This is an optimization exercise on Yosys and OpenROAD, whose aim is small area, a short achievable clock period and few clock cycles per item, not a production implementation. Where RTL was checked, it was by simulation tests only, not by an equivalence proof against the original. No functional check of the RTL was part of run 5.

===== design/flow/flow/run.sh =====
#!/bin/bash
cp standard.sh standard_sh_copy.log
export BUFFER_PORTS_ARGS="-buffer_cell sky130_fd_sc_hd__buf_2"
bash standard.sh > standard.log 2>&1

===== design/flow/standard.sh =====
#!/bin/bash
# synth_recipe.tcl (not shown) runs the flow's synth.tcl, then flattens the netlist and writes it again
# the make line also repeats each setting of config.mk as NAME=value (left out here)
make -C /OpenROAD-flow-scripts/flow DESIGN_CONFIG=/design/flow/config.mk WORK_HOME=/design/flow/orfs CLKGATE_MAP_FILE= SYNTH_SCRIPT=/design/flow/synth_recipe.tcl "${@:-finish}"

===== design/flow/config.mk =====
export PLATFORM = sky130hd
export DESIGN_NAME = mulDivUnit
export DESIGN_NICKNAME = mulDivUnit
export VERILOG_FILES = /design/flow/design.v
export SDC_FILE = /design/flow/constraint.sdc
export NUM_CORES = 4
export LEC_CHECK = 0
export ABC_AREA = 1
export CAP_MARGIN = 20
export CORE_MARGIN = 2
export CORE_UTILIZATION = 40
export SETUP_SLACK_MARGIN = 0.3
export SLEW_MARGIN = 20

===== design/flow/constraint.sdc =====
create_clock -name core_clock -period 5.0 [get_ports {clk}]
set_input_delay 1.0000 -clock core_clock [delete_from_list [all_inputs] [get_ports {clk}]]
set_output_delay 1.0000 -clock core_clock [all_outputs]
set_load 0.01 [all_outputs]

===== design/flow/design.v =====
package mulDivOpPkg;
  typedef enum logic [2:0] {
    opMul    = 3'b000,
    opMulh   = 3'b001,
    opMulhsu = 3'b010,
    opMulhu  = 3'b011,
    opDiv    = 3'b100,
    opDivu   = 3'b101,
    opRem    = 3'b110,
    opRemu   = 3'b111
  } opCodeT;
  function automatic logic isDivOp(input logic [2:0] op);
    isDivOp = op[2];
  endfunction
  function automatic logic lOpSigned(input logic [2:0] op);
    lOpSigned = (op == 3'b001) || (op == 3'b100) || (op == 3'b110);
  endfunction
  function automatic logic rOpSigned(input logic [2:0] op);
    rOpSigned = (op == 3'b001) || (op == 3'b010) || (op == 3'b100) || (op == 3'b110);
  endfunction
  function automatic logic wantsHigh(input logic [2:0] op);
    wantsHigh = (op == 3'b001) || (op == 3'b010) || (op == 3'b011);
  endfunction
  function automatic logic wantsRemainder(input logic [2:0] op);
    wantsRemainder = (op == 3'b110) || (op == 3'b111);
  endfunction
endpackage
package mulDivCtrlPkg;
  typedef enum logic [1:0] {
    stIdle,
    stBusy,
    stOffer,
    stRelease
  } stageStateT;
  typedef enum logic [1:0] {
    kIdle,
    kRun,
    kDone
  } kernelStateT;
endpackage
`timescale 1ns/1ps
module mulDivUnit
#(
  parameter int dataWidth = 32
) (
  input  logic                 clk,
  input  logic                 rstN,
  input  logic                 inReq,
  output logic                 inAck,
  input  logic [2:0]           opCode,
  input  logic [dataWidth-1:0] lOp,
  input  logic [dataWidth-1:0] rOp,
  output logic                 outReq,
  input  logic                 outAck,
  output logic [dataWidth-1:0] result,
  output logic                 divByZero,
  output logic                 divOverflow
);
  localparam int W = 37;
  logic sMul, sPrep, sAl, sIt, sFin;
  logic [2:0] op;
  logic [33:0] A;       
  logic [33:0] H;       
  logic [31:0] L;       
  logic negN;           
  logic offR;           
  logic [5:0] cnt;      
  logic [5:0] clzA, clzH;  
  logic [5:0] itc;      
  logic zf;             
  logic negRes;
  logic dzR;
  logic ovR;
  logic b0one, b0two, b0neg, b1one, b1two, b1neg;
  logic isIdle;
  assign isIdle = !(sMul || sPrep || sAl || sIt || sFin);
  logic lastMul, lastIt, finishing, outFree, loadPorts, capture;
  assign lastMul = sMul && zf;
  assign lastIt = sIt && zf && !op[1] && !negRes;
  assign finishing = lastMul || lastIt || sFin;
  assign outFree = !outReq && !outAck;
  assign loadPorts = isIdle || (finishing && outFree);
  assign capture = loadPorts && inReq && !inAck;
  logic negD;
  assign negD = A[33];
  logic [W-1:0] aExt, a2Ext;
  assign aExt = {{(W-34){A[33]}}, A};
  assign a2Ext = {aExt[W-2:0], 1'b0};
  logic [W-1:0] in0, in1, in2, pp1;
  assign in1 = ((b0one ? aExt : '0) | (b0two ? a2Ext : '0)) ^ {W{b0neg}};
  assign pp1 = ((b1one ? aExt : '0) | (b1two ? a2Ext : '0)) ^ {W{b1neg}};
  assign in2 = {pp1[W-3:0], b1neg, b1neg};
  assign in0 = {{(W-34){H[33]}}, H};
  logic c0, cin;
  assign c0 = b0neg;
  assign cin = (sMul && b1neg) || (sFin && op[1] && offR);
  logic [W-1:0] csaS, csaC, sum;
  assign csaS = in0 ^ in1 ^ in2;
  assign csaC = {(in0[W-2:0] & in1[W-2:0]) | (in0[W-2:0] & in2[W-2:0]) | (in1[W-2:0] & in2[W-2:0]), c0};
  logic [W:0] pg, pp, gg;
  always_comb begin
    pg = {csaS & csaC, cin};
    pp = {csaS ^ csaC, 1'b0};
    gg = pg;
    for (int l = 0; l < 6; l++) begin
      for (int i = W; i >= 0; i--) begin
        if (((i >> l) & 1) == 1) begin
          gg[i] = gg[i] | (pp[i] & gg[((i >> l) << l) - 1]);
          pp[i] = pp[i] & pp[((i >> l) << l) - 1];
        end
      end
    end
  end
  assign sum = (csaS ^ csaC) ^ gg[W-1:0];
  logic q;
  assign q = sum[W-1] ^ !negN;
  function automatic logic [2:0] booth(input logic [2:0] b);
    booth[2] = b[1] ^ b[0];
    booth[1] = (b[2] & ~b[1] & ~b[0]) | (~b[2] & b[1] & b[0]);
    booth[0] = b[2];
  endfunction
  function automatic logic [5:0] clz32(input logic [31:0] v);
    clz32 = 6'd32;
    for (int i = 0; i < 32; i++) begin
      if (v[i]) clz32 = 6'(31 - i);
    end
  endfunction
  logic [6:0] sh;
  assign sh = {1'b0, clzA} + {6'd0, negN} - {1'b0, clzH};
  logic dzV, ovV;
  assign dzV = clzA[5] && !negD;
  assign ovV = negN && negD && clzA[5] && (H[30:0] == 31'd0);
  logic divOpP, negNP, negDP;
  assign divOpP = opCode[2];
  assign negNP = ((opCode == 3'd4) || (opCode == 3'd6)) && rOp[31];
  assign negDP = ((opCode == 3'd4) || (opCode == 3'd6)) && lOp[31];
  logic [31:0] res;
  always_comb begin
    if (sIt) res = {L[30:0], q};
    else if (sFin || (op == 3'd3)) res = sum[31:0];
    else if (op == 3'd0) res = {sum[3:0], L[31:4]};
    else res = sum[35:4];
  end
  logic cntBig, cntLast;
  assign cntBig = (cnt[5:2] != 4'd0);
  assign cntLast = cntBig ? (cnt == 6'd4) : (cnt == 6'd1);
  always_ff @(posedge clk) begin
    if (!rstN) begin
      sMul <= 1'b0;
      sPrep <= 1'b0;
      sAl <= 1'b0;
      sIt <= 1'b0;
      sFin <= 1'b0;
      inAck <= 1'b0;
      outReq <= 1'b0;
    end else begin
      if (capture) begin
        inAck <= 1'b1;
      end else if (!inReq) begin
        inAck <= 1'b0;
      end
      if (finishing && outFree) begin
        outReq <= 1'b1;
      end else if (outAck) begin
        outReq <= 1'b0;
      end
      if (loadPorts) begin
        sMul <= capture && !divOpP;
        sPrep <= capture && divOpP;
        sAl <= 1'b0;
        sIt <= 1'b0;
        sFin <= 1'b0;
      end else if (sPrep) begin
        sPrep <= 1'b0;
        sFin <= dzV || sh[6];
        sIt <= !dzV && (sh == 7'd0);
        sAl <= !dzV && !sh[6] && (sh != 7'd0);
      end else if (sAl) begin
        if (cntLast) begin
          sAl <= 1'b0;
          sIt <= 1'b1;
        end
      end else if (sIt && !lastIt) begin
        if (zf) begin
          sIt <= 1'b0;
          sFin <= 1'b1;
        end
      end
    end
  end
  always_ff @(posedge clk) begin
    if (finishing && outFree) begin
      result <= res;
      divByZero <= dzR;
      divOverflow <= ovR;
    end
    if (loadPorts) begin
      op <= opCode;
      A <= {{2{mulDivOpPkg::lOpSigned(opCode) && lOp[31]}}, lOp};
      L <= rOp;
      H <= !divOpP ? '0 : {{2{negNP}}, rOp};
      negN <= divOpP && negNP;
      offR <= 1'b0;
      itc <= (opCode == 3'd3) ? 6'd8 : 6'd7;
      zf <= 1'b0;
      clzA <= clz32(negDP ? ~lOp : lOp);
      clzH <= clz32(negNP ? ~rOp : rOp);
      dzR <= 1'b0;
      ovR <= 1'b0;
      {b0one, b0two, b0neg} <= booth({rOp[1:0], 1'b0});
      {b1one, b1two, b1neg} <= booth(rOp[3:1]);
    end else if (sMul) begin
      if (!zf) begin
        H <= {sum[W-1], sum[W-1:4]};
        L <= {sum[3:0], L[31:4]};
        itc <= itc - 6'd1;
        zf <= (itc == 6'd1);
        if ((itc == 6'd1) && (op == 3'd3)) begin
          {b0one, b0two, b0neg} <= booth({2'b00, L[3]});
          {b1one, b1two, b1neg} <= 3'b000;
        end else begin
          {b0one, b0two, b0neg} <= booth(L[5:3]);
          {b1one, b1two, b1neg} <= booth(L[7:5]);
        end
      end
    end else if (sPrep) begin
      L <= 32'd0;
      cnt <= sh[5:0];
      itc <= sh[5:0];
      zf <= (sh == 7'd0);
      negRes <= op[1] ? negN : (negN ^ negD);
      dzR <= dzV;
      ovR <= ovV;
      if (dzV || sh[6]) begin
        if (!op[1]) begin
          A <= {34{dzV}};
          H <= '0;
        end
        {b0one, b0two, b0neg} <= {!op[1], 1'b0, 1'b0};
        {b1one, b1two, b1neg} <= 3'b000;
      end else begin
        {b0one, b0two, b0neg} <= {(sh == 7'd0), 1'b0, !(negN ^ negD)};
        {b1one, b1two, b1neg} <= {1'b0, 1'b0, negN};
      end
    end else if (sAl) begin
      if (cntBig) begin
        A <= {A[29:0], 4'd0};
        cnt <= cnt - 6'd4;
      end else begin
        A <= {A[32:0], 1'b0};
        cnt <= cnt - 6'd1;
      end
      b0one <= cntLast;
    end else if (sIt && !lastIt) begin
      L <= {L[30:0], q};
      offR <= negN;
      {b1one, b1two, b1neg} <= 3'b000;
      itc <= itc - 6'd1;
      zf <= (itc == 6'd1);
      if (zf && !op[1]) begin
        A <= {2'b00, L[30:0], q};
        H <= '0;
        {b0one, b0two, b0neg} <= 3'b101;
      end else begin
        H <= sum[33:0];
        if (zf) begin
          b0one <= !q;
          b0neg <= negN ^ negD;
        end else begin
          A <= {A[33], A[33:1]};
          b0neg <= !((negN ? q : !q) ^ negD);
        end
      end
    end
  end
endmodule

==> flow_summary.json, run 1 <==
{
  "io_buffers": 106,
  "crit_top_cell": "nand2_1",
  "synth_area_leaders": "edfxtp_1 34%, xor2_1 8.4%, nand2_1 7.8%",
  "cp-start-kind": "register",
  "drt_iter0_markers": 2000,
  "ant_nets": 0,
  "cts_root_buf": "clkbuf_16",
  "grt_overflow": 0,
  "drc": 0,
  "syn_inst": 1801,
  "hp-class": "reg2reg",
  "cp_num_cells": 23,
  "vias": 13900,
  "period_needed_ns": 4.50,
  "fin_util": 0.458,
  "clockBufferDepth": 2,
  "htreeDepth": 4,
  "rows": 70,
  "final-hold-violation-count": 0,
  "start_util": 0.406,
  "synth_edf_count": 169,
  "antenna_found_initial": 2,
  "rr_worst_depth": 23,
  "finalSetupViolations": 0,
  "die_width_um": 197,
  "num-nets-final": 2046,
  "cts_inserted_buffers": 17,
  "skew_ns": 0.00890,
  "synth_top_area_frac": 0.341,
  "grt_pass1_vias": 12900,
  "yosysSeqAreaShare": 0.356,
  "final_layout_size_suffix_gt1_frac": 0.126,
  "cts_sinks": 180,
  "grt_usage": 0.266,
  "place_ws_ns": 0.379,
  "synth_flop_cell": "edfxtp_1",
  "outcome": "finished clean",
  "dr.pass1.iters": 6,
  "worstMarginPinSlew_ns": 1.10,
  "core_um2": 36600,
  "synth_top_cell_by_area": "edfxtp_1",
  "ys_seq_elements": 180,
  "wl_um": 52300,
  "ys_warn_count": 1,
  "slowest_delay_ns": 0.59,
  "ys_types": 59,
  "worstSetupPathType": "reg2reg",
  "worst-path-buf-inv": 3,
  "detail_route.vias_per_cell": 5.90,
  "crit_family": "compound AO/OA/AOI/OAI gates",
  "area_delta_synth_final_pct": 12.8,
  "io_pins": 107,
  "slowest_stage": "fa_1",
  "drv_slew": 0,
  "cts_tree": "done",
  "cp_cell_sequence": "clkinvlp_4 > o22ai_4 > xnor2_2 > fa_1 > inv_1 > ha_1 > nand2_1 > nand2_1 > a21oi_2 > o21ai_2 > nand2_1 > nand2_2 > nand2_1 > nand2_2 > a21boi_4 > o21ai_4 > a21oi_4 > o21ai_2 > fa_2 > inv_2 > nor2_1 > o221ai_1 > o21ai_0",
  "grt_pass1_wl_um": 77600,
  "dp.final_hpwl_um": 39900,
  "syn_nets": 1971,
  "avgSynthCellArea_um2": 8.26,
  "async_reset_ff_frac": 0,
  "reg2reg_slack_ns": 0.50,
  "rsz0062_at_grt": "true",
  "cp_data_required_time_ns": 5.17,
  "grt_max_degree": 66,
  "drt-wirelength-per-cell_um": 22.2,
  "worst_slack_ns": 0.496,
  "place_congestion": 0.976,
  "cap_violations": 0,
  "min_period_over_period": 0.901,
  "die_area_um2": 38700,
  "crit_fanout": 7,
  "clock_latency_ns": 0.45,
  "fin_setup_tns_ns": 0,
  "fp.dieH_um": 197,
  "max_freq_mhz": 222,
  "cp.arrival_ns": 4.68,
  "min_path_cells": 0,
  "end_kind": "register",
  "syn-cell-area_um2": 14900,
  "relSlewSlack": 0.263,
  "clkSlewWorstSetupHoldPaths_ns": 0.08
}
flip-flops by register name, summed over array words and instances (netlist names), 3 cells and up:
register	count
L	32
itc	6
op	3
H	34
cnt	6
A	34
clzA	6
result	32
clzH	6
Yosys cell counts, drive strengths merged, types with 12 or more instances:
cell	number
inv	234
nand3	35
fa	43
o22ai	72
a21oi	114
nor2	137
buf	33
edfxtp	169
xor2	143
a31oi	51
clkbuf	63
a22oi	36
o21ai	134
nand2	311
nor3	17
o221ai	64
nand4	15
xnor2	12
ha	56
final cells by class:
| type | instances | area (µm²) |
|---|---|---|
| fillers | 3590 | 19800 |
| multi-input cells | 1289 | 8460 |
| flip-flops and latches | 180 | 5300 |
| repair buffers | 152 | 953 |
| inverters | 236 | 900 |
| well taps | 468 | 586 |
| clock buffers | 19 | 433 |
| clock inverters | 13 | 149 |
| diodes | 1 | 2.50 |
cells in the final DEF (no fill, tap or decap), types with 17 or more instances in the layout:
master     netlist  final
ha_1            56     53
edfxtp_1       169    169
inv_1          231    224
o221ai_1        64     64
a31oi_1         51     51
o21ai_0        127    126
nand2_1        308    303
nor2_1         136    132
clkbuf_16        0     17
a22oi_1         36     36
fa_1            43     42
nand3_1         33     33
buf_4            0     40
buf_2            8    106
a21oi_1        111    109
o22ai_1         72     70
xor2_1         142    141
metrics by stage:
stage          instances  cell area (µm²)  hold slack, ns
3_3_place_gp        2305            15900           0.421
6_report            2358            16800           0.431
2_1_floorplan       1801            14900           0.409
5_1_grt             2357            16800           0.450
3_5_place_dp        2306            15900           0.417
4_1_cts             2338            16500           0.433
path summary, 6_finish.rpt:
| path | startpoint | endpoint |
|---|---|---|
| max | b0two | result[27] |
| min | dzR | divByZero |
| max reg2reg | b0two | result[27] |
| min reg2reg | dzR | divByZero |
worst register-to-register path: stages (launching register included):
cell and delay (ns):
edfxtp_1 0.41, clkinvlp_4 0.20, o22ai_4 0.21, xnor2_2 0.11, fa_1 0.59, inv_1 0.06
ha_1 0.27, nand2_1 0.06, nand2_1 0.06, a21oi_2 0.20, o21ai_2 0.07, nand2_1 0.09
nand2_2 0.06, nand2_1 0.07, nand2_2 0.09, a21boi_4 0.22, o21ai_4 0.11, a21oi_4 0.24
o21ai_2 0.12, fa_2 0.53, inv_2 0.10, nor2_1 0.05, o221ai_1 0.20, o21ai_0 0.12
timing repair:
| item | CTS | global route |
|---|---|---|
| hold endpoints to repair | 0 | 0 |
| hold buffers | 0 | 0 |
| endpoints found under the setup margin | 0 | 33 |
| resized for setup | 0 | 28 |
| buffers inserted | 0 | 19 |
kinds of logic (layout without fill, tap and decap cells):
kind of cell               count (synthesis)  in the layout  share of synthesized area
buffers and inverters                    332            420                     0.0882
xor gates and xnor gates                 155            155                     0.0926
adders and majority gates                 99             99                      0.105
other                                      0              1                          0
DFF                                      180            180                      0.356
and+or+nand+nor                          536            536                      0.148
AOI/OAI and AO/OA                        499            499                      0.210
routing by layer:
layer	GRT usage	vias to the layer above	wire length (µm)	share of wire
li1	-	6423	-	-
met1	0.404	6660	24100	0.46
met2	0.382	766	21700	0.41
met3	0.0585	60	5700	0.11
met4	0.0596	2	858	0.016
met5	0	-	13	0.00025
Testbench counts, summed over its fixed seeds: cycles 16,685, items 2,048.
==> run 2: changes to the inputs <==
--- a/design/flow/config.mk
+++ b/design/flow/config.mk
@@ -10,4 +10,5 @@
 export CORE_MARGIN = 2
 export CORE_UTILIZATION = 40
+export CTS_BUF_LIST = sky130_fd_sc_hd__clkbuf_8 sky130_fd_sc_hd__clkbuf_16
 export SETUP_SLACK_MARGIN = 0.3
 export SLEW_MARGIN = 20
==> run 2 against run 1 <==
Compared with the run above:
- still clean on timing, DRC and antenna
- synthesized area did not move
- clock skew rose by 0.0021 ns
- count of clock-buffer cells in the layout fell by 2
- cell count did not move
- global-route usage barely moved
- sequential share of layout area did not move
- routed wire length fell by 0.21%
- worst setup slack got worse by 0.0017 ns
- fmax barely moved
- critical path type unchanged
- highest routed layer unchanged
==> flow_summary.json, run 2 <==
{
  "outcome": "finished clean",
  "ant_nets": 0,
  "worstMarginPinSlew_ns": 1.10,
  "cp.arrival_ns": 4.68,
  "antenna_found_initial": 2,
  "ys_seq_elements": 180,
  "wl_um": 52200,
  "drt_iter0_markers": 1960,
  "htreeDepth": 4,
  "grt_pass1_vias": 12900,
  "grt_overflow": 0,
  "grt_max_degree": 66,
  "cp_data_required_time_ns": 5.17,
  "clockBufferDepth": 2,
  "synth_flop_cell": "edfxtp_1",
  "cts_tree": "done",
  "async_reset_ff_frac": 0,
  "cts_sinks": 180,
  "dr.pass1.iters": 6,
  "num-nets-final": 2046,
  "cts_inserted_buffers": 17,
  "vias": 13900,
  "fin_setup_tns_ns": 0,
  "syn-cell-area_um2": 14900,
  "die_width_um": 197,
  "cp-start-kind": "register",
  "drv_slew": 0,
  "dp.final_hpwl_um": 39900,
  "largest_registers": "A: 34 flops, H: 34 flops",
  "synth_top_area_frac": 0.341,
  "area_delta_synth_final_pct": 12.8,
  "cap_violations": 0,
  "end_kind": "register",
  "worstSetupPathType": "reg2reg",
  "start_util": 0.406,
  "drt-wirelength-per-cell_um": 22.1,
  "synth_area_leaders": "edfxtp_1 34%, xor2_1 8.4%, nand2_1 7.8%",
  "clkSlewWorstSetupHoldPaths_ns": 0.08,
  "die_area_um2": 38700,
  "final_cell_mix": "303 x nand2_1, 226 x inv_1, 169 x edfxtp_1",
  "cts_root_buf": "clkbuf_16",
  "final_common_cell": "nand2_1",
  "yosysMostFrequentCell": "nand2_1",
  "io_buffers": 106,
  "synth_top_cell_by_area": "edfxtp_1",
  "ys_warn_count": 1,
  "io_pins": 107,
  "synth_commonest_cells": "308 x nand2_1, 231 x inv_1, 169 x edfxtp_1",
  "reg2reg_slack_ns": 0.49,
  "grt_pass1_wl_um": 77600,
  "synth_edf_count": 169,
  "place_congestion": 0.976,
  "core_um2": 36600,
  "finalSetupViolations": 0,
  "final_layout_size_suffix_gt1_frac": 0.126,
  "rsz0062_at_grt": "true",
  "detail_route.vias_per_cell": 5.90,
  "fp.dieH_um": 197,
  "relSlewSlack": 0.267,
  "drc": 0,
  "max_freq_mhz": 222,
  "ys_types": 59,
  "avgSynthCellArea_um2": 8.26,
  "min_period_over_period": 0.901,
  "period_needed_ns": 4.51,
  "final-hold-violation-count": 0,
  "clock_latency_ns": 0.45,
  "syn_inst": 1801,
  "grt_usage": 0.266,
  "syn_nets": 1971,
  "skew_ns": 0.0110,
  "fin_util": 0.458,
  "crit_fanout": 7,
  "yosysSeqAreaShare": 0.356,
  "rows": 70,
  "hp-class": "reg2reg"
}
[run 2: cell counts after synthesis]
Identical to the previous run, type by type.
[run 2: final cells by class]
| type | count | area [µm²] |
|---|---|---|
| tap | 468 | 586 |
| sequential | 180 | 5300 |
| fill | 3590 | 19800 |
| timing repair buffer | 152 | 953 |
| clock inverter | 15 | 156 |
| inverter | 236 | 900 |
| antenna | 1 | 2.50 |
| clock buffer | 17 | 425 |
| multi-input combinational | 1289 | 8460 |
[run 2: final timing paths]
| path | startpoint | to | cells after the start |
|---|---|---|---|
| hold reg to reg | dzR | divByZero | 0 |
| setup / recovery | b0two | result[12] | 22 |
| hold / removal | dzR | divByZero | 0 |
| setup reg to reg | b0two | result[12] | 22 |
[run 2: repair_timing]
item,CTS,global route
buffers inserted,0,19
gates resized for setup,0,28
hold buffers,0,0
setup endpoints to repair,0,33
hold endpoints to repair,0,0
[run 2: cell families after synthesis]
logic type                 count (synthesis)  synth area share
AOI/OAI and AO/OA                        499             0.210
xor gates and xnor gates                 155            0.0926
adders and majority gates                 99             0.105
buffers and inverters                    332            0.0882
DFF                                      180             0.356
and+or+nand+nor                          536             0.148
[run 2: critical path, cell delays in order, from the launching register on]
cell	delay, ns
edfxtp_1	0.41
clkinvlp_4	0.20
o22ai_4	0.21
xnor2_2	0.12
fa_1	0.59
inv_1	0.06
ha_1	0.27
nand2_1	0.06
nand2_1	0.06
a21oi_2	0.20
o21ai_2	0.07
nand2_1	0.09
nand2_2	0.06
nand2_1	0.07
nand2_2	0.09
a21boi_4	0.21
o21ai_4	0.11
buf_4	0.16
fa_1	0.46
xnor2_2	0.39
a21oi_1	0.12
o21ai_0	0.10
a31oi_1	0.11
[run 2: metal layers]
metal	share of wire	vias up	GRT usage
met5	0.00025	-	0
met4	0.017	2	0.0596
met3	0.11	57	0.0585
met2	0.41	789	0.382
met1	0.46	6642	0.404
li1	-	6419	-
[run 2: per-stage QoR]
step | instances | worst slack, ns | hold WS, ns | area (µm²)
2_1_floorplan | 1801 | 0.470 | 0.409 | 14900
3_3_place_gp | 2305 | 0.499 | 0.421 | 15900
3_5_place_dp | 2306 | 0.379 | 0.417 | 15900
4_1_cts | 2338 | 0.375 | 0.433 | 16500
5_1_grt | 2357 | 0.192 | 0.450 | 16800
6_report | 2358 | 0.494 | 0.436 | 16800
==> run 3: changes to the inputs <==
--- a/design/flow/design.v
+++ b/design/flow/design.v
@@ -58,5 +58,5 @@
 );
   localparam int W = 37;
-  logic sMul, sPrep, sAl, sIt, sFin;
+  logic sMul, sPrep, sIt, sFin;
   logic [2:0] op;
   logic [33:0] A;       
@@ -65,5 +65,4 @@
   logic negN;           
   logic offR;           
-  logic [5:0] cnt;      
   logic [5:0] clzA, clzH;  
   logic [5:0] itc;      
@@ -74,5 +73,5 @@
   logic b0one, b0two, b0neg, b1one, b1two, b1neg;
   logic isIdle;
-  assign isIdle = !(sMul || sPrep || sAl || sIt || sFin);
+  assign isIdle = !(sMul || sPrep || sIt || sFin);
   logic lastMul, lastIt, finishing, outFree, loadPorts, capture;
   assign lastMul = sMul && zf;
@@ -142,12 +141,18 @@
     else res = sum[35:4];
   end
-  logic cntBig, cntLast;
-  assign cntBig = (cnt[5:2] != 4'd0);
-  assign cntLast = cntBig ? (cnt == 6'd4) : (cnt == 6'd1);
+  logic [33:0] aAl;
+  always_comb begin
+    aAl = A;
+    if (sh[0]) aAl = {aAl[32:0], 1'b0};
+    if (sh[1]) aAl = {aAl[31:0], 2'b00};
+    if (sh[2]) aAl = {aAl[29:0], 4'h0};
+    if (sh[3]) aAl = {aAl[25:0], 8'h00};
+    if (sh[4]) aAl = {aAl[17:0], 16'h0000};
+    if (sh[5]) aAl = {aAl[1:0], 32'h00000000};
+  end
   always_ff @(posedge clk) begin
     if (!rstN) begin
       sMul <= 1'b0;
       sPrep <= 1'b0;
-      sAl <= 1'b0;
       sIt <= 1'b0;
       sFin <= 1'b0;
@@ -168,5 +173,4 @@
         sMul <= capture && !divOpP;
         sPrep <= capture && divOpP;
-        sAl <= 1'b0;
         sIt <= 1'b0;
         sFin <= 1'b0;
@@ -174,11 +178,5 @@
         sPrep <= 1'b0;
         sFin <= dzV || sh[6];
-        sIt <= !dzV && (sh == 7'd0);
-        sAl <= !dzV && !sh[6] && (sh != 7'd0);
-      end else if (sAl) begin
-        if (cntLast) begin
-          sAl <= 1'b0;
-          sIt <= 1'b1;
-        end
+        sIt <= !dzV && !sh[6];
       end else if (sIt && !lastIt) begin
         if (zf) begin
@@ -226,5 +224,4 @@
     end else if (sPrep) begin
       L <= 32'd0;
-      cnt <= sh[5:0];
       itc <= sh[5:0];
       zf <= (sh == 7'd0);
@@ -240,16 +237,8 @@
         {b1one, b1two, b1neg} <= 3'b000;
       end else begin
-        {b0one, b0two, b0neg} <= {(sh == 7'd0), 1'b0, !(negN ^ negD)};
+        A <= aAl;
+        {b0one, b0two, b0neg} <= {1'b1, 1'b0, !(negN ^ negD)};
         {b1one, b1two, b1neg} <= {1'b0, 1'b0, negN};
       end
-    end else if (sAl) begin
-      if (cntBig) begin
-        A <= {A[29:0], 4'd0};
-        cnt <= cnt - 6'd4;
-      end else begin
-        A <= {A[32:0], 1'b0};
-        cnt <= cnt - 6'd1;
-      end
-      b0one <= cntLast;
     end else if (sIt && !lastIt) begin
       L <= {L[30:0], q};
--- a/design/flow/config.mk
+++ b/design/flow/config.mk
@@ -10,5 +10,5 @@
 export CORE_MARGIN = 2
 export CORE_UTILIZATION = 40
-export CTS_BUF_LIST = sky130_fd_sc_hd__clkbuf_8 sky130_fd_sc_hd__clkbuf_16
+export CTS_BUF_LIST = sky130_fd_sc_hd__clkbuf_8
 export SETUP_SLACK_MARGIN = 0.3
 export SLEW_MARGIN = 20
==> run 3 against run 2 <==
Compared with the run above:
- critical endpoint is now result[28]
- sequential cell count shrank 7
- sequential share of layout area shrank 2.1 points
- die area grew 6.2%
- global-route usage grew 2.9 points
==> flow_summary.json, run 3 <==
{
  "ys_types": 57,
  "final_common_cell": "nand2_1",
  "synth_top_area_frac": 0.310,
  "io_buffers": 106,
  "dr.pass1.iters": 7,
  "end_kind": "register",
  "synth_mux_area_frac": 0.0120,
  "cp_data_required_time_ns": 5.24,
  "synth_commonest_cells": "490 x nand2_1, 219 x o21ai_0, 212 x inv_1",
  "synth_area_leaders": "edfxtp_1 31%, nand2_1 12%, xor2_1 7.8%",
  "dp.final_hpwl_um": 47900,
  "clockBufferDepth": 2,
  "max_freq_mhz": 224,
  "htreeDepth": 4,
  "place_area_um2": 16800,
  "core_um2": 38800,
  "cts_inserted_buffers": 17,
  "syn-cell-area_um2": 15800,
  "fp.dieH_um": 203,
  "skew_ns": 0.0203,
  "vias": 15600,
  "relSlewSlack": 0.291,
  "final-hold-violation-count": 0,
  "yosys.area_share.simple": 0.183,
  "synth_compound_area_frac": 0.218,
  "grt_overflow": 0,
  "synth_flop_cell": "edfxtp_1",
  "async_reset_ff_frac": 0,
  "worstMarginPinSlew_ns": 1.05,
  "rsz0062_at_grt": "true",
  "area_delta_synth_final_pct": 9.29,
  "synth_top_family_by_area": "compound AO/OA/AOI/OAI gates",
  "syn_nets": 2215,
  "grt_pass1_wl_um": 89900,
  "ys_warn_count": 1,
  "drv_slew": 0,
  "syn_inst": 2050,
  "final_cell_mix": "489 x nand2_1, 219 x o21ai_0, 211 x inv_1",
  "cts_root_buf": "clkbuf_8",
  "grt_usage": 0.295,
  "drt-wirelength-per-cell_um": 23.4,
  "design_area_um2": 17300,
  "finalSetupViolations": 0,
  "io_pins": 107,
  "antenna_found_initial": 1,
  "synth_top_cell_by_area": "edfxtp_1",
  "grt_max_degree": 69,
  "avgSynthCellArea_um2": 7.71,
  "die_area_um2": 41100,
  "min_period_over_period": 0.893,
  "synthXorXnorAreaFrac": 0.0854,
  "crit_fanout": 29,
  "cts_tree": "done",
  "cap_violations": 0,
  "place_congestion": 0.970,
  "clkSlewWorstSetupHoldPaths_ns": 0.11,
  "drt_iter0_markers": 2173,
  "period_needed_ns": 4.46,
  "yosysMostFrequentCell": "nand2_1",
  "final_layout_size_suffix_gt1_frac": 0.108,
  "worstSetupPathType": "reg2reg",
  "fin_setup_tns_ns": 0,
  "num-nets-final": 2259,
  "outcome": "finished clean",
  "postCtsHoldBufs": 0,
  "clock_latency_ns": 0.51,
  "drc": 0,
  "cp-start-kind": "register",
  "ys_seq_elements": 173,
  "detail_route.vias_per_cell": 5.93,
  "wl_um": 61500,
  "die_width_um": 203,
  "synth_edf_count": 163,
  "ant_nets": 0,
  "cts_sinks": 173,
  "cp.arrival_ns": 4.70,
  "yosysSeqAreaShare": 0.322,
  "synth_fa_ha_area_frac": 0.0948,
  "hp-class": "reg2reg",
  "start_util": 0.407,
  "rows": 72,
  "largest_registers": "A: 34 flops, H: 34 flops",
  "grt_pass1_vias": 14400
}
[run 3: layout make-up]
| cell class | instances | area, µm² |
|---|---|---|
| Clock buffer | 17 | 234 |
| Inverter | 222 | 833 |
| Tap cell | 518 | 648 |
| Multi-Input combinational cell | 1535 | 9460 |
| Timing Repair Buffer | 145 | 840 |
| Fill cell | 3997 | 21600 |
| Sequential cell | 173 | 5090 |
| Clock inverter | 15 | 163 |
| Antenna cell | 1 | 2.50 |
[run 3: path summary, 6_finish.rpt]
check	depth (start not counted)	endpoint	slack [ns]	start
min reg2reg	0	divByZero	0.46	dzR
max	19	result[28]	0.54	b0two
min	0	divByZero	0.46	dzR
max reg2reg	19	result[28]	0.54	b0two
[run 3: kinds of logic (layout without fill, tap and decap cells)]
kind of cell             count (synthesis)  count (layout)
AO/OA/AOI/OAI                          566             566
buffers and inverters                  342             399
adder cells (fa/ha/maj)                 94              94
other                                    0               1
multiplexers                            19              19
flip-flops                             173             173
XOR/XNOR                               152             152
AND/OR/NAND/NOR                        704             704
[run 3: metrics by stage]
step | setup slack, ns | utilization | instances | hold WS, ns
5_1_grt | 0.278 | 0.445 | 2625 | 0.462
6_report | 0.537 | 0.445 | 2626 | 0.459
2_1_floorplan | 0.392 | - | 2050 | 0.409
3_5_place_dp | 0.550 | 0.434 | 2592 | 0.418
3_3_place_gp | 0.539 | 0.434 | 2592 | 0.425
4_1_cts | 0.541 | 0.444 | 2624 | 0.453
[run 3: metal layers]
metal | global-route usage | vias up | part of all wire
li1 | - | 7173 | -
met1 | 0.407 | 7410 | 0.42
met2 | 0.458 | 881 | 0.45
met3 | 0.0538 | 110 | 0.098
met4 | 0.113 | 0 | 0.039
met5 | 0 | - | 0
[run 3: critical path, cell delays in order (launching register included)]
cell      delay, ns
edfxtp_1       0.40
inv_1          0.14
buf_4          0.32
o22ai_1        0.16
xor2_1         0.20
fa_1           0.46
ha_1           0.34
a21oi_1        0.19
nor3_1         0.07
a211oi_1       0.22
nand2_2        0.13
nand2_2        0.08
nand2_2        0.13
a21oi_4        0.24
o21ai_2        0.13
fa_1           0.47
xnor2_2        0.22
a21oi_1        0.08
o21ai_0        0.09
a31oi_1        0.11
[run 3: what timing repair did]
action	4_1_cts	5_1_grt
endpoints found under the setup margin	0	8
setup buffers	0	1
gates resized for setup	0	6
Testbench counts of run 3, summed over its fixed seeds: cycles 15,179, items 2,048.
==> run 4: changes to the inputs <==
--- a/design/flow/config.mk
+++ b/design/flow/config.mk
@@ -10,5 +10,4 @@
 export CORE_MARGIN = 2
 export CORE_UTILIZATION = 40
-export CTS_BUF_LIST = sky130_fd_sc_hd__clkbuf_8
 export SETUP_SLACK_MARGIN = 0.3
 export SLEW_MARGIN = 20
==> run 4 against run 3 <==
Compared with the run above:
- first-iteration DRC count down 1.2%
- via count decreased by 0.58%
- sequential cell count unchanged
- fmax grew 0.12%
- critical endpoint unchanged
- worst setup slack gained 0.0054 ns
- highest routed layer unchanged
==> flow_summary.json, run 4 <==
{
  "wl_met2_um": 27400,
  "start_util": 0.407,
  "area_delta_synth_final_pct": 10.6,
  "ys_seq_elements": 173,
  "min_period_over_period": 0.891,
  "cap_violations": 0,
  "syn-cell-area_um2": 15800,
  "worstSetupPathType": "reg2reg",
  "period_needed_ns": 4.46,
  "rsz0062_at_grt": "true",
  "htreeDepth": 4,
  "detail_route.vias_per_cell": 5.90,
  "drt-wirelength-per-cell_um": 23.4,
  "worst-path-buf-inv": 2,
  "yosysMostFrequentCell": "nand2_1",
  "slowest_delay_ns": 0.48,
  "highest_layer": "met4",
  "slowest_stage": "fa_1",
  "yosysSeqAreaShare": 0.322,
  "final_cell_mix": "489 x nand2_1, 219 x o21ai_0, 211 x inv_1",
  "cts_tree": "done",
  "syn_inst": 2050,
  "drv_slew": 0,
  "avgSynthCellArea_um2": 7.71,
  "grt_pass1_vias": 14400,
  "clockBufferDepth": 2,
  "io_buffers": 106,
  "clkSlewWorstSetupHoldPaths_ns": 0.08,
  "cp_cell_sequence": "inv_1 > buf_4 > o22ai_1 > xor2_1 > fa_1 > ha_1 > a21oi_1 > nor3_1 > a211oi_1 > nand2_2 > nand2_2 > nand2_2 > a21oi_4 > o21ai_2 > fa_1 > xnor2_2 > a21oi_1 > o21ai_0 > a31oi_1",
  "synth_top_cell_by_area": "edfxtp_1",
  "crit_fanout": 29,
  "antenna_cells": 0,
  "skew_ns": 0.0137,
  "grt_pass1_wl_um": 89900,
  "largest_registers": "A: 34 flops, H: 34 flops",
  "syn_nets": 2215,
  "synth_area_leaders": "edfxtp_1 31%, nand2_1 12%, xor2_1 7.8%",
  "wl_um": 61500,
  "wl_met3_um": 5700,
  "crit_top_cell": "nand2_2",
  "dr.pass1.iters": 6,
  "finalSetupViolations": 0,
  "cts_root_buf": "clkbuf_16",
  "grt_usage": 0.295,
  "grt_max_degree": 69,
  "dp.final_hpwl_um": 47900,
  "synth_flop_cell": "edfxtp_1",
  "drc": 0,
  "yosys.area_share.simple": 0.183,
  "place_ws_ns": 0.550,
  "synth_top_area_frac": 0.310,
  "async_reset_ff_frac": 0,
  "ys_warn_count": 1,
  "hp-class": "reg2reg",
  "synth_compound_area_frac": 0.218,
  "ys_types": 57,
  "synth_fa_ha_area_frac": 0.0948,
  "postCtsHoldBufs": 0,
  "wl_met1_um": 26000,
  "io_pins": 107,
  "fin_setup_tns_ns": 0,
  "ant_nets": 0,
  "relSlewSlack": 0.378,
  "final_layout_size_suffix_gt1_frac": 0.109,
  "max_freq_mhz": 224,
  "grt_overflow": 0,
  "cp_data_required_time_ns": 5.19,
  "die_width_um": 203,
  "worstMarginPinSlew_ns": 0.932,
  "place_congestion": 0.970,
  "synth_mux_area_frac": 0.0120,
  "vias": 15500,
  "synth_top_family_by_area": "compound AO/OA/AOI/OAI gates",
  "outcome": "finished clean",
  "crit_family": "adder cells",
  "core_um2": 38800,
  "synthXorXnorAreaFrac": 0.0854,
  "drt_iter0_markers": 2148,
  "synth_commonest_cells": "490 x nand2_1, 219 x o21ai_0, 212 x inv_1",
  "synth_edf_count": 163,
  "cts_sinks": 173,
  "clock_latency_ns": 0.46,
  "cts_inserted_buffers": 17,
  "rows": 72,
  "fp.dieH_um": 203,
  "final-hold-violation-count": 0,
  "end_kind": "register",
  "die_area_um2": 41100,
  "final_common_cell": "nand2_1",
  "num-nets-final": 2260,
  "worst_slack_ns": 0.543,
  "cp.arrival_ns": 4.64,
  "antenna_found_initial": 1,
  "cp-start-kind": "register"
}
## run 4: cell types whose count changed in the layout (fill, tap and decap cells not counted), sizes merged
| cell | previous run | this run |
|---|---|---|
| diode | 1 | 0 |
| buf | 145 | 146 |
## run 4: area by class of cell
cell class,instances,area [µm²]
tap,518,648
fill,3958,21300
inverter,222,833
timing repair buffer,146,851
clock inverter,15,163
sequential,173,5090
multi-input combinational,1535,9470
clock buffer,17,425
## run 4: worst reg2reg max path, cell delays in order, from the launching register on
cell and delay [ns]:
edfxtp_1 0.39, inv_1 0.14, buf_4 0.32, o22ai_1 0.17, xor2_1 0.20, fa_1 0.46
ha_1 0.33, a21oi_1 0.19, nor3_1 0.07, a211oi_1 0.23, nand2_2 0.13, nand2_2 0.08
nand2_2 0.12, a21oi_4 0.24, o21ai_2 0.13, fa_1 0.48, xnor2_2 0.24, a21oi_1 0.09
o21ai_0 0.09, a31oi_1 0.10
## run 4: logic make-up after synthesis
| logic type | after synthesis |
|---|---|
| AO/OA/AOI/OAI | 566 |
| adder cells (fa/ha/maj) | 94 |
| buffers and inverters | 342 |
| flip-flops | 173 |
| multiplexers | 19 |
| XOR/XNOR | 152 |
| AND/OR/NAND/NOR | 704 |
## run 4: timing repair
action,CTS,global route
setup endpoints to repair,0,7
gates resized for setup,0,7
hold endpoints to repair,0,0
buffers inserted,0,2
## run 4: worst paths after layout
check | from | endpoint | slack, ns | cells after the start
setup reg to reg | b0two | result[28] | 0.54 | 19
hold reg to reg | ovR | divOverflow | 0.45 | 0
setup / recovery | b0two | result[28] | 0.54 | 19
hold / removal | ovR | divOverflow | 0.45 | 0
## run 4: routing by layer
metal	track usage	vias up
met5	0	-
met4	0.112	0
met3	0.0604	106
met2	0.460	790
met1	0.404	7417
li1	-	7171
## run 4: metrics by stage
| stage | hold WS [ns] | util | cell area [µm²] | instances |
|---|---|---|---|---|
| final | 0.453 | 0.450 | 17500 | 2626 |
| after global routing | 0.452 | 0.450 | 17500 | 2626 |
| after CTS | 0.446 | 0.449 | 17400 | 2624 |
| after detailed placement | 0.418 | 0.434 | 16800 | 2592 |
| after global placement | 0.425 | 0.434 | 16800 | 2592 |
| after floorplan | 0.409 | - | 15800 | 2050 |
==> run 5: changes to the inputs <==
--- a/design/flow/design.v
+++ b/design/flow/design.v
@@ -66,5 +66,5 @@
   logic offR;           
   logic [5:0] clzA, clzH;  
-  logic [5:0] itc;      
+  logic [4:0] itc;      
   logic zf;             
   logic negRes;
@@ -141,13 +141,14 @@
     else res = sum[35:4];
   end
+  logic [4:0] shC;
+  assign shC = sh[4:0] | {5{sh[5]}};
   logic [33:0] aAl;
   always_comb begin
     aAl = A;
-    if (sh[0]) aAl = {aAl[32:0], 1'b0};
-    if (sh[1]) aAl = {aAl[31:0], 2'b00};
-    if (sh[2]) aAl = {aAl[29:0], 4'h0};
-    if (sh[3]) aAl = {aAl[25:0], 8'h00};
-    if (sh[4]) aAl = {aAl[17:0], 16'h0000};
-    if (sh[5]) aAl = {aAl[1:0], 32'h00000000};
+    if (shC[0]) aAl = {aAl[32:0], 1'b0};
+    if (shC[1]) aAl = {aAl[31:0], 2'b00};
+    if (shC[2]) aAl = {aAl[29:0], 4'h0};
+    if (shC[3]) aAl = {aAl[25:0], 8'h00};
+    if (shC[4]) aAl = {aAl[17:0], 16'h0000};
   end
   always_ff @(posedge clk) begin
@@ -189,5 +190,5 @@
   always_ff @(posedge clk) begin
     if (finishing && outFree) begin
-      result <= res;
+      result <= sum[31:0];
       divByZero <= dzR;
       divOverflow <= ovR;
@@ -200,5 +201,5 @@
       negN <= divOpP && negNP;
       offR <= 1'b0;
-      itc <= (opCode == 3'd3) ? 6'd8 : 6'd7;
+      itc <= (opCode == 3'd3) ? 5'd8 : 5'd7;
       zf <= 1'b0;
       clzA <= clz32(negDP ? ~lOp : lOp);
@@ -212,7 +213,7 @@
         H <= {sum[W-1], sum[W-1:4]};
         L <= {sum[3:0], L[31:4]};
-        itc <= itc - 6'd1;
-        zf <= (itc == 6'd1);
-        if ((itc == 6'd1) && (op == 3'd3)) begin
+        itc <= itc - 5'd1;
+        zf <= (itc == 5'd1);
+        if ((itc == 5'd1) && (op == 3'd3)) begin
           {b0one, b0two, b0neg} <= booth({2'b00, L[3]});
           {b1one, b1two, b1neg} <= 3'b000;
@@ -224,5 +225,5 @@
     end else if (sPrep) begin
       L <= 32'd0;
-      itc <= sh[5:0];
+      itc <= shC;
       zf <= (sh == 7'd0);
       negRes <= op[1] ? negN : (negN ^ negD);
@@ -245,6 +246,6 @@
       offR <= negN;
       {b1one, b1two, b1neg} <= 3'b000;
-      itc <= itc - 6'd1;
-      zf <= (itc == 6'd1);
+      itc <= itc - 5'd1;
+      zf <= (itc == 5'd1);
       if (zf && !op[1]) begin
         A <= {2'b00, L[30:0], q};
--- a/design/flow/config.mk
+++ b/design/flow/config.mk
@@ -10,4 +10,5 @@
 export CORE_MARGIN = 2
 export CORE_UTILIZATION = 40
+export CTS_BUF_LIST = sky130_fd_sc_hd__clkbuf_8
 export SETUP_SLACK_MARGIN = 0.3
 export SLEW_MARGIN = 20
==> run 5 against run 4 <==
Compared with the run above:
- synthesized cell count shrank 15%
- cell count shrank 12%
- die area down 7.7%
- routed wire length fell by 15%
- sequential share of layout area grew 2.3 points
- sequential cell count down 1
- worst hold slack better by 0.0075 ns
- non-clock buffer count rose by 6
- worst setup slack got worse by 0.0038 ns
- critical path depth up 4
- critical path type unchanged
==> flow_summary.json, run 5 <==
{
  "outcome": "finished clean",
  "ant_nets": 0,
  "slowest_delay_ns": 0.45,
  "cts_inserted_buffers": 17,
  "largest_registers": "A: 34 flops, H: 34 flops",
  "syn_nets": 1906,
  "place_congestion": 0.992,
  "cap_violations": 0,
  "die_width_um": 195,
  "synth_top_area_frac": 0.334,
  "worstSetupPathType": "reg2reg",
  "antenna_found_initial": 2,
  "io_buffers": 106,
  "yosysMostFrequentCell": "nand2_1",
  "skew_ns": 0.0254,
  "cts_sinks": 172,
  "dp.final_hpwl_um": 41500,
  "final-hold-violation-count": 0,
  "start_util": 0.407,
  "vias": 13300,
  "cp_data_required_time_ns": 5.29,
  "syn_inst": 1741,
  "clock_latency_ns": 0.53,
  "nFillCells": 3610,
  "grt_pass1_wl_um": 77000,
  "htreeDepth": 4,
  "grt_max_degree": 37,
  "drt-wirelength-per-cell_um": 22.7,
  "avgSynthCellArea_um2": 8.36,
  "slowest_stage": "fa_1",
  "async_reset_ff_frac": 0,
  "design_area_um2": 16100,
  "area_delta_synth_final_pct": 10.5,
  "max_freq_mhz": 224,
  "detail_route.vias_per_cell": 5.77,
  "final_layout_size_suffix_gt1_frac": 0.127,
  "synth_edf_count": 162,
  "rows": 69,
  "core_um2": 35700,
  "finalSetupViolations": 0,
  "final_common_cell": "nand2_1",
  "cts_root_buf": "clkbuf_8",
  "rsz0062_at_grt": "true",
  "clkSlewWorstSetupHoldPaths_ns": 0.11,
  "grt_usage": 0.272,
  "synth_top_cell_by_area": "edfxtp_1",
  "cts_tree": "done",
  "synth_flop_cell": "edfxtp_1",
  "clockBufferDepth": 2,
  "ys_types": 55,
  "ys_seq_elements": 172,
  "period_needed_ns": 4.46,
  "crit_top_cell": "nand2_1",
  "hp-class": "reg2reg",
  "worstMarginPinSlew_ns": 1.06,
  "min_period_over_period": 0.892,
  "cp.arrival_ns": 4.76,
  "drc": 0,
  "drt_iter0_markers": 1668,
  "ys_warn_count": 1,
  "grt_overflow": 0,
  "grt_pass1_vias": 12700,
  "crit_fanout": 18,
  "synth_commonest_cells": "328 x nand2_1, 212 x inv_1, 162 x edfxtp_1",
  "fin_setup_tns_ns": 0,
  "cp_cell_sequence": "inv_1 > buf_4 > o22ai_1 > xor2_1 > fa_1 > ha_1 > a21oi_1 > o21ai_0 > a21oi_1 > a21boi_4 > o21ai_2 > a21oi_4 > o21ai_2 > a21oi_2 > nor2_1 > or2_4 > clkinv_2 > nand2_4 > nand2_4 > xor2_2 > nand2_1 > nand2_1 > nand2_1",
  "final_cell_mix": "327 x nand2_1, 212 x inv_1, 162 x edfxtp_1",
  "die_area_um2": 37900,
  "fp.dieH_um": 195,
  "yosysSeqAreaShare": 0.348,
  "drv_slew": 0,
  "syn-cell-area_um2": 14600,
  "wl_um": 52300,
  "num-nets-final": 1996,
  "end_kind": "register",
  "io_pins": 107,
  "relSlewSlack": 0.293,
  "place_area_um2": 15700,
  "synth_area_leaders": "edfxtp_1 33%, xor2_1 8.8%, nand2_1 8.5%",
  "dr.pass1.iters": 5,
  "cp-start-kind": "register"
}
==> run 5: cell count changes after synthesis, sizes merged, moves of 8 or more <==
| cell | before | now |
|---|---|---|
| o221ai | 32 | 60 |
| a31oi | 29 | 7 |
| a21oi | 96 | 70 |
| o211ai | 33 | 41 |
| o2111ai | 14 | 3 |
| xor2 | 141 | 149 |
| o21ai | 224 | 149 |
| nand2 | 496 | 338 |
| clkbuf | 74 | 43 |
| nand3 | 53 | 43 |
| o22ai | 68 | 76 |
| a22oi | 40 | 16 |
==> run 5: cell families (layout without fill, tap and decap cells) <==
logic type                 Yosys count  count (layout)  synth area share
and+or+nand+nor                    527             528             0.153
AOI/OAI and AO/OA                  451             451             0.197
buffers and inverters              311             413            0.0841
DFF                                172             172             0.348
xor gates and xnor gates           164             164             0.100
adders and majority gates           94              94             0.103
muxes                               22              22            0.0151
other                                0               1                 0
==> run 5: per-layer routing <==
layer,track usage,share of wire,up-vias
met5,0,0,-
li1,-,-,6257
met4,0.167,0.064,0
met3,0.0737,0.096,139
met1,0.358,0.42,6263
met2,0.398,0.42,656
==> run 5: final cells by class <==
class / count / area (µm²) / share of cell area
Inverter: 229 / 865 / 0.0537
Sequential cell: 172 / 5060 / 0.315
Antenna cell: 1 / 2.50 / 0.000155
Clock buffer: 17 / 234 / 0.0145
Clock inverter: 15 / 138 / 0.00855
Tap cell: 461 / 577 / 0.0358
Timing Repair Buffer: 152 / 880 / 0.0546
Multi-Input combinational cell: 1259 / 8340 / 0.518
==> run 5: worst paths after layout <==
kind / from / endpoint / slack (ns) / cells after the start
worst min register to register: dzR / divByZero / 0.46 / 0
worst max-delay path: b0one / b0one / 0.54 / 23
worst min-delay path: dzR / divByZero / 0.46 / 0
worst max register to register: b0one / b0one / 0.54 / 23
==> run 5: critical path, delay by kind of cell, from the launching register on <==
| family | cells | cell delay (ns) |
|---|---|---|
| compound gates | 9 | 1.52 |
| fa+ha+maj | 2 | 0.80 |
| simple gates | 7 | 0.62 |
| buf+inv | 3 | 0.49 |
| flops | 1 | 0.42 |
| xor+xnor | 2 | 0.36 |
==> run 5: through the flow <==
stage          hold slack (ns)  worst slack, ns   util  instances
2_1_floorplan            0.409            0.302      -       1741
3_3_place_gp             0.439            0.648  0.439       2272
3_5_place_dp             0.425            0.584  0.439       2272
4_1_cts                  0.458            0.566  0.449       2304
5_1_grt                  0.471            0.285  0.450       2305
6_report                 0.461            0.539  0.450       2306
==> run 5: repair_timing <==
action,CTS,global route
gates resized for setup,0,5
setup buffers,0,0
hold buffers,0,0
setup endpoints to repair,0,7
==> run 6: changes to the inputs <==
--- a/design/flow/design.v
+++ b/design/flow/design.v
@@ -190,5 +190,5 @@
   always_ff @(posedge clk) begin
     if (finishing && outFree) begin
-      result <= sum[31:0];
+      result <= res;
       divByZero <= dzR;
       divOverflow <= ovR;
==> run 6 against run 5 <==
Compared with the run above:
- sequential cell count unchanged
- count of clock-buffer cells in the layout did not move
- fmax down 1.6%
- clock skew shrank 0.0096 ns
- first-iteration DRC count up 30%
==> flow_summary.json, run 6 <==
{
  "nFillCells": 3981,
  "synth_edf_count": 162,
  "ant_nets": 0,
  "grt_pass1_vias": 14600,
  "clkSlewWorstSetupHoldPaths_ns": 0.10,
  "ys_seq_elements": 172,
  "num-nets-final": 2207,
  "avgSynthCellArea_um2": 7.88,
  "holdCritStartpoint": "dzR",
  "yosysMostFrequentCell": "nand2_1",
  "cp_data_required_time_ns": 5.25,
  "worst-path-buf-inv": 4,
  "start_util": 0.405,
  "synth_top_area_frac": 0.312,
  "largest_registers": "A: 34 flops, H: 34 flops",
  "ys_warn_count": 1,
  "outcome": "finished clean",
  "place_congestion": 0.951,
  "dp.final_hpwl_um": 47000,
  "io_buffers": 106,
  "yosysSeqAreaShare": 0.324,
  "rsz0062_at_grt": "true",
  "synth_area_leaders": "edfxtp_1 31%, nand2_1 9.2%, xor2_1 7.8%",
  "grt_max_degree": 70,
  "core_um2": 38600,
  "die_width_um": 202,
  "place_area_um2": 16700,
  "worstSetupPathType": "reg2reg",
  "cts_tree": "done",
  "wl_um": 60300,
  "die_area_um2": 40600,
  "antenna_found_initial": 2,
  "end_kind": "register",
  "cts_root_buf": "clkbuf_8",
  "drt_iter0_markers": 2170,
  "synth_flop_cell": "edfxtp_1",
  "final_cell_mix": "382 x nand2_1, 223 x inv_1, 173 x o21ai_0",
  "cap_violations": 0,
  "synth_top_cell_by_area": "edfxtp_1",
  "design_area_um2": 17200,
  "crit_fanout": 5,
  "min_period_over_period": 0.907,
  "synth_commonest_cells": "383 x nand2_1, 227 x inv_1, 174 x o21ai_0",
  "async_reset_ff_frac": 0,
  "syn_nets": 2147,
  "final_common_cell": "nand2_1",
  "hp-class": "reg2reg",
  "area_delta_synth_final_pct": 10.0,
  "worstMarginPinSlew_ns": 0.921,
  "syn_inst": 1982,
  "max_freq_mhz": 221,
  "vias": 15300,
  "clockBufferDepth": 2,
  "final_layout_size_suffix_gt1_frac": 0.113,
  "final-hold-violation-count": 0,
  "relSlewSlack": 0.385,
  "cp.arrival_ns": 4.78,
  "rows": 72,
  "fin_setup_tns_ns": 0,
  "crit_family": "compound AO/OA/AOI/OAI gates",
  "drv_slew": 0,
  "htreeDepth": 4,
  "drc": 0,
  "slowest_delay_ns": 0.45,
  "io_pins": 107,
  "drt-wirelength-per-cell_um": 23.5,
  "cp-start-kind": "register",
  "antenna_cells": 0,
  "skew_ns": 0.0158,
  "finalSetupViolations": 0,
  "detail_route.vias_per_cell": 5.96,
  "fp.dieH_um": 202,
  "cp_cell_sequence": "inv_2 > buf_4 > o22ai_1 > xor2_1 > fa_1 > ha_1 > a21oi_2 > o21ai_2 > nand2_1 > nand2_1 > nand2_1 > nand2_2 > a21boi_4 > o21ai_4 > buf_4 > fa_1 > xnor2_1 > buf_4 > o21ai_0 > o221ai_1 > o21ai_0",
  "startpoint": "A[1]",
  "dr.pass1.iters": 8,
  "grt_usage": 0.294,
  "r2r-start": "A[1]",
  "period_needed_ns": 4.53,
  "grt_pass1_wl_um": 89600,
  "syn-cell-area_um2": 15600,
  "slowest_stage": "fa_1",
  "cts_sinks": 172,
  "ys_types": 57,
  "clock_latency_ns": 0.54,
  "hold_ws_ns": 0.440,
  "cts_inserted_buffers": 17,
  "grt_overflow": 0
}
## run 6: changes by cell type after synthesis, sizes merged, moves of 5 or more
| cell | delta |
|---|---|
| xor2 | -8 |
| nand2 | +46 |
| clkinv | -7 |
| nor3 | +10 |
| o21ai | +79 |
| a22oi | +40 |
| o31ai | -5 |
| clkbuf | +27 |
| a21oi | +14 |
| a31oi | +18 |
| inv | +14 |
| o221ai | -19 |
| or2 | +5 |
| nor2 | +31 |
## run 6: cell families (layout without fill, tap and decap cells)
kind of cell,after synthesis,after routing,share of synthesized area
xor+xnor,152,152,0.0870
buf+inv,348,420,0.0873
compound gates,581,581,0.229
mux,25,25,0.0160
flops,172,172,0.324
fa+ha+maj,94,94,0.0960
simple gates,610,610,0.160
## run 6: per-stage QoR
stage                     setup slack (ns)  std cells  utilization
after floorplan                      0.457       1982            -
after global placement               0.502       2537        0.433
after detailed placement             0.377       2537        0.433
after CTS                            0.344       2568        0.443
after global routing                 0.265       2572        0.445
final                                0.466       2572        0.445
## run 6: layout make-up
cell class | instances | area, µm² | share of cell area
Clock buffer | 17 | 234 | 0.0136
Clock inverter | 14 | 120 | 0.00699
Inverter | 236 | 886 | 0.0516
Multi-Input combinational cell | 1462 | 9270 | 0.540
Sequential cell | 172 | 5060 | 0.295
Tap cell | 518 | 648 | 0.0377
Timing Repair Buffer | 153 | 952 | 0.0554
## run 6: final timing paths
kind	endpoint	slack [ns]	cells after the start
min	divByZero	0.44	0
max reg2reg	result[12]	0.47	21
max	result[12]	0.47	21
min reg2reg	divByZero	0.44	0
## run 6: metal layers
layer  track usage  routed length [µm]  up-vias
met5             0                  19        -
met4        0.0972                1760        4
met3        0.0633                6170      111
met2         0.456               26900      851
met1         0.407               25500     7350
li1              -                   -     7024
## run 6: repair_timing
action                                  4_1_cts  5_1_grt
endpoints found under the setup margin        0       34
hold buffers                                  0        0
buffers inserted                              0        4
endpoints found under the hold margin         0        0
resized for setup                             0       20
Testbench counts of run 6, summed over its fixed seeds: cycles 15,179, items 2,048.
==> run 7: changes to the inputs <==
--- a/design/flow/config.mk
+++ b/design/flow/config.mk
@@ -10,5 +10,4 @@
 export CORE_MARGIN = 2
 export CORE_UTILIZATION = 40
-export CTS_BUF_LIST = sky130_fd_sc_hd__clkbuf_8
 export SETUP_SLACK_MARGIN = 0.3
 export SLEW_MARGIN = 20
==> run 7 against run 6 <==
Compared with the run above:
- critical path depth did not move
- count of clock-buffer cells in the layout did not move
- die area did not move
- synthesized cell count did not move
- critical endpoint unchanged
==> flow_summary.json, run 7 <==
{
  "outcome": "finished clean",
  "ant_nets": 0,
  "io_buffers": 106,
  "final_common_cell": "nand2_1",
  "crit_family": "compound AO/OA/AOI/OAI gates",
  "yosysMostFrequentCell": "nand2_1",
  "crit_fanout": 5,
  "hp-class": "reg2reg",
  "die_area_um2": 40600,
  "final_cell_mix": "382 x nand2_1, 223 x inv_1, 173 x o21ai_0",
  "synth_top_family_by_area": "compound AO/OA/AOI/OAI gates",
  "start_util": 0.405,
  "holdPathEnd": "divByZero",
  "min_path_cells": 0,
  "drc": 0,
  "relSlewSlack": 0.405,
  "gr-usage-met1": 0.412,
  "grt_max_degree": 70,
  "antenna_found_initial": 4,
  "holdCritStartpoint": "dzR",
  "rr_worst_depth": 21,
  "drv_slew": 0,
  "place_congestion": 0.951,
  "clock_latency_ns": 0.47,
  "cp_data_required_time_ns": 5.18,
  "die_width_um": 202,
  "ys_types": 57,
  "cp.arrival_ns": 4.70,
  "vias": 15200,
  "cts_tree": "done",
  "grt_pass1_vias": 14600,
  "cts_sinks": 172,
  "skew_ns": 0.0122,
  "wl_um": 60200,
  "min_period_over_period": 0.904,
  "cap_violations": 0,
  "grt_pass1_wl_um": 89600,
  "dr.pass1.iters": 6,
  "end_kind": "register",
  "finalSetupViolations": 0,
  "use_met3": 0.0486,
  "htreeDepth": 4,
  "clkSlewWorstSetupHoldPaths_ns": 0.07,
  "final-hold-violation-count": 0,
  "synth_top_area_frac": 0.312,
  "core_um2": 38600,
  "grt_usage": 0.294,
  "synthXorXnorAreaFrac": 0.0870,
  "yosysSeqAreaShare": 0.324,
  "synth_mux_area_frac": 0.0160,
  "drt_iter0_markers": 2241,
  "grt_busiest_layer": "met2",
  "syn_nets": 2147,
  "area_delta_synth_final_pct": 11.3,
  "syn-cell-area_um2": 15600,
  "dp.final_hpwl_um": 47000,
  "period_needed_ns": 4.52,
  "reg2reg_slack_ns": 0.48,
  "synth_compound_area_frac": 0.229,
  "detail_route.vias_per_cell": 5.92,
  "max_freq_mhz": 221,
  "cp_cell_sequence": "inv_2 > buf_4 > o22ai_1 > xor2_1 > fa_1 > ha_1 > a21oi_2 > o21ai_2 > nand2_1 > nand2_1 > nand2_1 > nand2_2 > a21boi_4 > o21ai_4 > buf_4 > fa_1 > xnor2_1 > buf_4 > o21ai_0 > o221ai_1 > o21ai_0",
  "cp-start-kind": "register",
  "drt-wirelength-per-cell_um": 23.4,
  "num-nets-final": 2207,
  "ys_warn_count": 1,
  "avgSynthCellArea_um2": 7.88,
  "rsz0062_at_grt": "true",
  "cts_inserted_buffers": 17,
  "r2r-start": "A[1]",
  "ys_seq_elements": 172,
  "place_area_um2": 16700,
  "synth_top_cell_by_area": "edfxtp_1",
  "async_reset_ff_frac": 0,
  "worst-path-buf-inv": 4,
  "postCtsHoldBufs": 0,
  "io_pins": 107,
  "gr-usage-met2": 0.454,
  "yosys.area_share.simple": 0.160,
  "cts_root_buf": "clkbuf_16",
  "synth_flop_cell": "edfxtp_1",
  "synth_area_leaders": "edfxtp_1 31%, nand2_1 9.2%, xor2_1 7.8%",
  "worstMarginPinSlew_ns": 0.892,
  "synth_commonest_cells": "383 x nand2_1, 227 x inv_1, 174 x o21ai_0",
  "fp.dieH_um": 202,
  "synth_edf_count": 162,
  "syn_inst": 1982,
  "final_layout_size_suffix_gt1_frac": 0.113,
  "slowest_delay_ns": 0.45,
  "synth_fa_ha_area_frac": 0.0960,
  "grt_overflow": 0,
  "design_area_um2": 17400,
  "largest_registers": "A: 34 flops, H: 34 flops",
  "slowest_stage": "fa_1",
  "worstSetupPathType": "reg2reg",
  "nFillCells": 3952,
  "rows": 72,
  "clockBufferDepth": 2,
  "fin_setup_tns_ns": 0,
  "reg2reg_to": "result[12]"
}
## run 7: cell counts after synthesis
Identical to the previous run, type by type.
## run 7: worst max path at each step
stage	start	endpoint	slack, ns	depth (start not counted)
final	A[1]	result[12]	0.48	21
after global routing	b1two	b0neg	0.27	25
after CTS	b1one	b0neg	0.35	25
after detailed placement	b1one	b0neg	0.38	25
after global placement	b0one	b0neg	0.50	26
after floorplan	b0neg	result[28]	0.46	23
## run 7: per-stage QoR
| stage | hold slack (ns) | util | std cells | worst slack (ns) |
|---|---|---|---|---|
| 2_1_floorplan | 0.409 | - | 1982 | 0.457 |
| 3_3_place_gp | 0.423 | 0.433 | 2537 | 0.502 |
| 6_report | 0.435 | 0.450 | 2573 | 0.480 |
| 5_1_grt | 0.440 | 0.450 | 2572 | 0.268 |
| 4_1_cts | 0.436 | 0.448 | 2568 | 0.351 |
| 3_5_place_dp | 0.420 | 0.433 | 2537 | 0.377 |
## run 7: area by class of cell
type	count	area, µm²	share of cell area
Timing Repair Buffer	153	952	0.0548
Tap cell	518	648	0.0373
Antenna cell	1	2.50	0.000144
Inverter	236	886	0.0510
Sequential cell	172	5060	0.292
Multi-Input combinational cell	1462	9270	0.534
Clock buffer	17	425	0.0245
Clock inverter	14	120	0.00692
## run 7: kinds of logic after synthesis
kind of cell    count (synthesis)
compound gates                581
xor+xnor                      152
fa+ha+maj                      94
buf+inv                       348
flops                         172
mux                            25
simple gates                  610
## run 7: timing repair
action                                  in CTS  in global routing
setup buffers                                0                  4
endpoints found under the setup margin       0                 33
gates resized for setup                      0                 20
endpoints found under the hold margin        0                  0
## run 7: layer usage
metal,share of wire,routed length (µm)
met4,0.031,1870
met5,0.00013,8
met3,0.093,5580
met1,0.43,25900
met2,0.45,26900

## re-timing with driven ports
Ports are ideal in the flow. The routed layouts listed here were re-timed in OpenROAD.
Step 1 (the two cells are an assumption about what drives the block):
set clk [get_ports {clk}]
set_driving_cell -lib_cell sky130_fd_sc_hd__clkbuf_16 $clk
set_driving_cell -lib_cell sky130_fd_sc_hd__buf_2 [delete_from_list [all_inputs] $clk]
Step 2 times the ports against the registers' clock, not the clock port: input delays grow and output delays shrink by t, the midpoint of the rising clock arrivals with the driver on.
Three values: ideal, step 1, step 2; two values: the first two.
run | t, ns | slack for setup (ns) | worst hold slack (ns) | worst slew at a driven data input, ns
run 1 | 0.496 | 0.496 / 0.496 / 0.496 | 0.431 / 0.431 / 0.431 | 0.05
run 2 | 0.498 | 0.494 / 0.494 / 0.494 | 0.436 / 0.436 / 0.436 | 0.05
run 3 | 0.551 | 0.537 / 0.537 / 0.537 | 0.459 / 0.459 / 0.459 | 0.04
run 4 | 0.500 | 0.543 / 0.543 / 0.543 | 0.453 / 0.453 / 0.453 | 0.04
run 5 | 0.561 | 0.539 / 0.539 / 0.539 | 0.461 / 0.461 / 0.461 | 0.04
run 6 | 0.576 | 0.466 / 0.466 / 0.466 | 0.440 / 0.440 / 0.440 | 0.04
run 7 | 0.518 | 0.480 / 0.480 / 0.480 | 0.435 / 0.435 / 0.435 | 0.04
After both steps setup and hold are still met in every run listed.
